Context: an optimization exercise on an open-source flow, tuned for small area. The choices shown serve that exercise and are no tape-out recipe. Only simulation tests tie the RTL to the original design; equivalence was not proved. Power and IR drop assume default switching activity.

==> flow/design.v (excerpt) <==
module dac_spi_rx #(
  parameter int SYNC_STAGES = 2,
  parameter int NBITS       = 24,
  parameter int NCH         = 16
) (
  input  logic        clk,
  input  logic        rst,
  input  logic        spi_sync,
  input  logic        spi_sclk,
  input  logic        spi_data,
  input  logic [3:0]  rd_addr,
  output logic [15:0] rd_data,
  output logic        rx_valid,
  output logic [3:0]  rx_comm,
  output logic [3:0]  rx_addr,
  output logic [15:0] rx_data,
  output logic        frame_err,
  output logic        busy
);
  logic sync_s, sync_rise, sync_fall;
  logic sclk_s, sclk_rise, sclk_fall;
  logic data_s, data_rise, data_fall;
  logic unused_edges;
  spi_in_sync #(.STAGES(SYNC_STAGES), .RST_VAL(1'b1)) u_sync_sync (
    .clk(clk), .rst(rst), .din(spi_sync), .dout(sync_s), .rise(sync_rise), .fall(sync_fall));
  spi_in_sync #(.STAGES(SYNC_STAGES), .RST_VAL(1'b1)) u_sclk_sync (
    .clk(clk), .rst(rst), .din(spi_sclk), .dout(sclk_s), .rise(sclk_rise), .fall(sclk_fall));
  spi_in_sync #(.STAGES(SYNC_STAGES), .RST_VAL(1'b0)) u_data_sync (
    .clk(clk), .rst(rst), .din(spi_data), .dout(data_s), .rise(data_rise), .fall(data_fall));
  assign unused_edges = ^{sync_s, sclk_s, sclk_rise, data_rise, data_fall};
  dac_spi_pkg::rx_state_e                 state_q, state_d;
  logic [dac_spi_pkg::DAC_FRAME_BITS-1:0] sr_q, sr_d;
  logic [4:0]                cnt_q, cnt_d;
  logic                      rx_valid_q, rx_valid_d;
  logic                      frame_err_q, frame_err_d;
  logic [3:0]                rx_comm_q, rx_comm_d;
  logic [3:0]                rx_addr_q, rx_addr_d;
  logic [15:0]               rx_data_q, rx_data_d;
  logic                      good;
  always_comb begin
  ...
For scale: about 1,100 cells after synthesis, about 52 I/O pins, about 0.017 mm² of cells after synthesis.
==> flow/config.mk <==
export PLATFORM = sky130hd
export DESIGN_NAME = dac_spi_rx
export DESIGN_NICKNAME = dac_spi_rx
export VERILOG_FILES = /design/flow/design.v
export SDC_FILE = /design/flow/constraint.sdc
export NUM_CORES = 4
export LEC_CHECK = 0
export CAP_MARGIN = 20
export CORE_MARGIN = 2
export CORE_UTILIZATION = 40
export GPL_TIMING_DRIVEN = 0
export PLACE_DENSITY = 0.75
export SLEW_MARGIN = 20
export SYNTH_HIERARCHICAL = 1
export SYNTH_MINIMUM_KEEP_SIZE = 0
==> flow/constraint.sdc <==
create_clock -name core_clock -period 5.0 [get_ports {clk}]
set_input_delay 1.0000 -clock core_clock [delete_from_list [all_inputs] [get_ports {clk}]]
set_output_delay 1.0000 -clock core_clock [all_outputs]
set_load 0.01 [all_outputs]
standard.sh (not shown) runs the stock make flow with config.mk's settings and CLKGATE_MAP_FILE= SYNTH_SCRIPT=/design/flow/synth_recipe.tcl, a recipe that flattens the netlist after the stock synthesis.
==> flow/flow/run.sh <==
#!/bin/bash
# Own layout flow: the standard synthesis, then the standard ORFS steps with:
#  - port buffers of a plain buffer cell (sky130_fd_sc_hd__buf_1) that the resizer may resize
#    freely (MATCH_CELL_FOOTPRINT=0), instead of a delay-buffer footprint,
#  - clock tree synthesis with small clock buffers and small sink clusters, and no dummy
#    balancing loads.
# Each tool's output goes to synth.log / layout.log in the work folder.
set -euo pipefail
cd "$(dirname "$0")/.."
bash standard.sh synth > synth.log 2>&1
bash standard.sh \
  "BUFFER_PORTS_ARGS=-buffer_cell sky130_fd_sc_hd__buf_1" \
  "CTS_ARGS=-sink_clustering_enable -repair_clock_nets -sink_clustering_size 11 -sink_clustering_max_diameter 30 -buf_list {sky130_fd_sc_hd__clkbuf_4} -dont_use_dummy_load" \
  "MATCH_CELL_FOOTPRINT=0" \
  finish > layout.log 2>&1
Next try:
--- a/flow/flow/run.sh
+++ b/flow/flow/run.sh
@@ -11,5 +11,5 @@
 bash standard.sh \
   "BUFFER_PORTS_ARGS=-buffer_cell sky130_fd_sc_hd__buf_1" \
-  "CTS_ARGS=-sink_clustering_enable -repair_clock_nets -sink_clustering_size 11 -sink_clustering_max_diameter 30 -buf_list {sky130_fd_sc_hd__clkbuf_4} -dont_use_dummy_load" \
+  "CTS_ARGS=-sink_clustering_enable -repair_clock_nets -sink_clustering_size 12 -sink_clustering_max_diameter 25 -buf_list {sky130_fd_sc_hd__clkbuf_4} -dont_use_dummy_load" \
   "MATCH_CELL_FOOTPRINT=0" \
   finish > layout.log 2>&1
PLACE_DENSITY = not set   (was 0.75)
SETUP_SLACK_MARGIN = -0.1   (was not set)
Effect:
- The changed run ran to the end with no violations
- cell count goes up by 2.1%
- via count goes down by 1.1%
- setup slack gets worse by 44 ps
- clock skew goes down by 57 ps
- synthesized area is unchanged
Next try:
--- a/flow/flow/run.sh
+++ b/flow/flow/run.sh
@@ -11,5 +11,5 @@
 bash standard.sh \
   "BUFFER_PORTS_ARGS=-buffer_cell sky130_fd_sc_hd__buf_1" \
-  "CTS_ARGS=-sink_clustering_enable -repair_clock_nets -sink_clustering_size 12 -sink_clustering_max_diameter 25 -buf_list {sky130_fd_sc_hd__clkbuf_4} -dont_use_dummy_load" \
+  "CTS_ARGS=-sink_clustering_enable -repair_clock_nets -sink_clustering_size 10 -sink_clustering_max_diameter 30 -buf_list {sky130_fd_sc_hd__clkbuf_4} -dont_use_dummy_load" \
   "MATCH_CELL_FOOTPRINT=0" \
   finish > layout.log 2>&1
- The new run finished clean
- combinational power stays flat
- global-route usage fell by 0.12 points
- sequential power is about the same
Next try:
--- a/flow/flow/run.sh
+++ b/flow/flow/run.sh
@@ -11,5 +11,5 @@
 bash standard.sh \
   "BUFFER_PORTS_ARGS=-buffer_cell sky130_fd_sc_hd__buf_1" \
-  "CTS_ARGS=-sink_clustering_enable -repair_clock_nets -sink_clustering_size 10 -sink_clustering_max_diameter 30 -buf_list {sky130_fd_sc_hd__clkbuf_4} -dont_use_dummy_load" \
+  "CTS_ARGS=-sink_clustering_enable -repair_clock_nets -sink_clustering_size 12 -sink_clustering_max_diameter 30 -buf_list {sky130_fd_sc_hd__clkbuf_4} -dont_use_dummy_load" \
   "MATCH_CELL_FOOTPRINT=0" \
   finish > layout.log 2>&1
CORE_UTILIZATION = 50   (was 40)
The changed run finished clean.
Non-clock buffer count goes down by 1.
Sequential share of layout area is higher by 0.41 points.
Synthesized cell count does not change.
Setup slack loses 49 ps.
Hold slack improved by 49 ps.
Total power grows by 0.45%.
Clock power is about the same.
Final area fell by 0.64%.
First-iteration DRC count goes up by 5.2%.

re-timing with driven ports:
No port has a modelled driver above. Below, the same layouts with a new extraction and two added sets of constraints.
Step 1 sets driving cells, clkbuf_16 on the clock port and buf_2 on the other inputs (assumed; they add their load-dependent delay and slew).
Step 2, shift: input delay + t, output delay - t, t = (earliest + latest rising clock arrival at the registers) / 2. This alone moves slack from input paths to output paths.
a / b / c = ideal ports / drivers / drivers and shift; a / b = the first two.
| run | shift t [ns] | setup slack, ns | latest minus earliest clock arrival (ns) | slew at the worst register clock pin (ns) |
|---|---|---|---|---|
| the first run | 0.739 | 0.171 / 0.140 / 0.140 | 0.139 / 0.139 | 0.11 / 0.11 |
| the second run | 0.820 | 0.126 / 0.100 / 0.104 | 0.086 / 0.086 | 0.12 / 0.12 |
| the third run | 0.788 | 0.125 / 0.079 / 0.105 | 0.123 / 0.123 | 0.10 / 0.10 |
| the fourth run | 0.764 | 0.076 / 0.054 / 0.054 | 0.084 / 0.085 | 0.11 / 0.11 |
After both steps setup and hold are still met in every run listed. For the first run, which loses most, drivers alone change the setup slack by -0.031 ns; drivers and shift together by -0.031 ns.
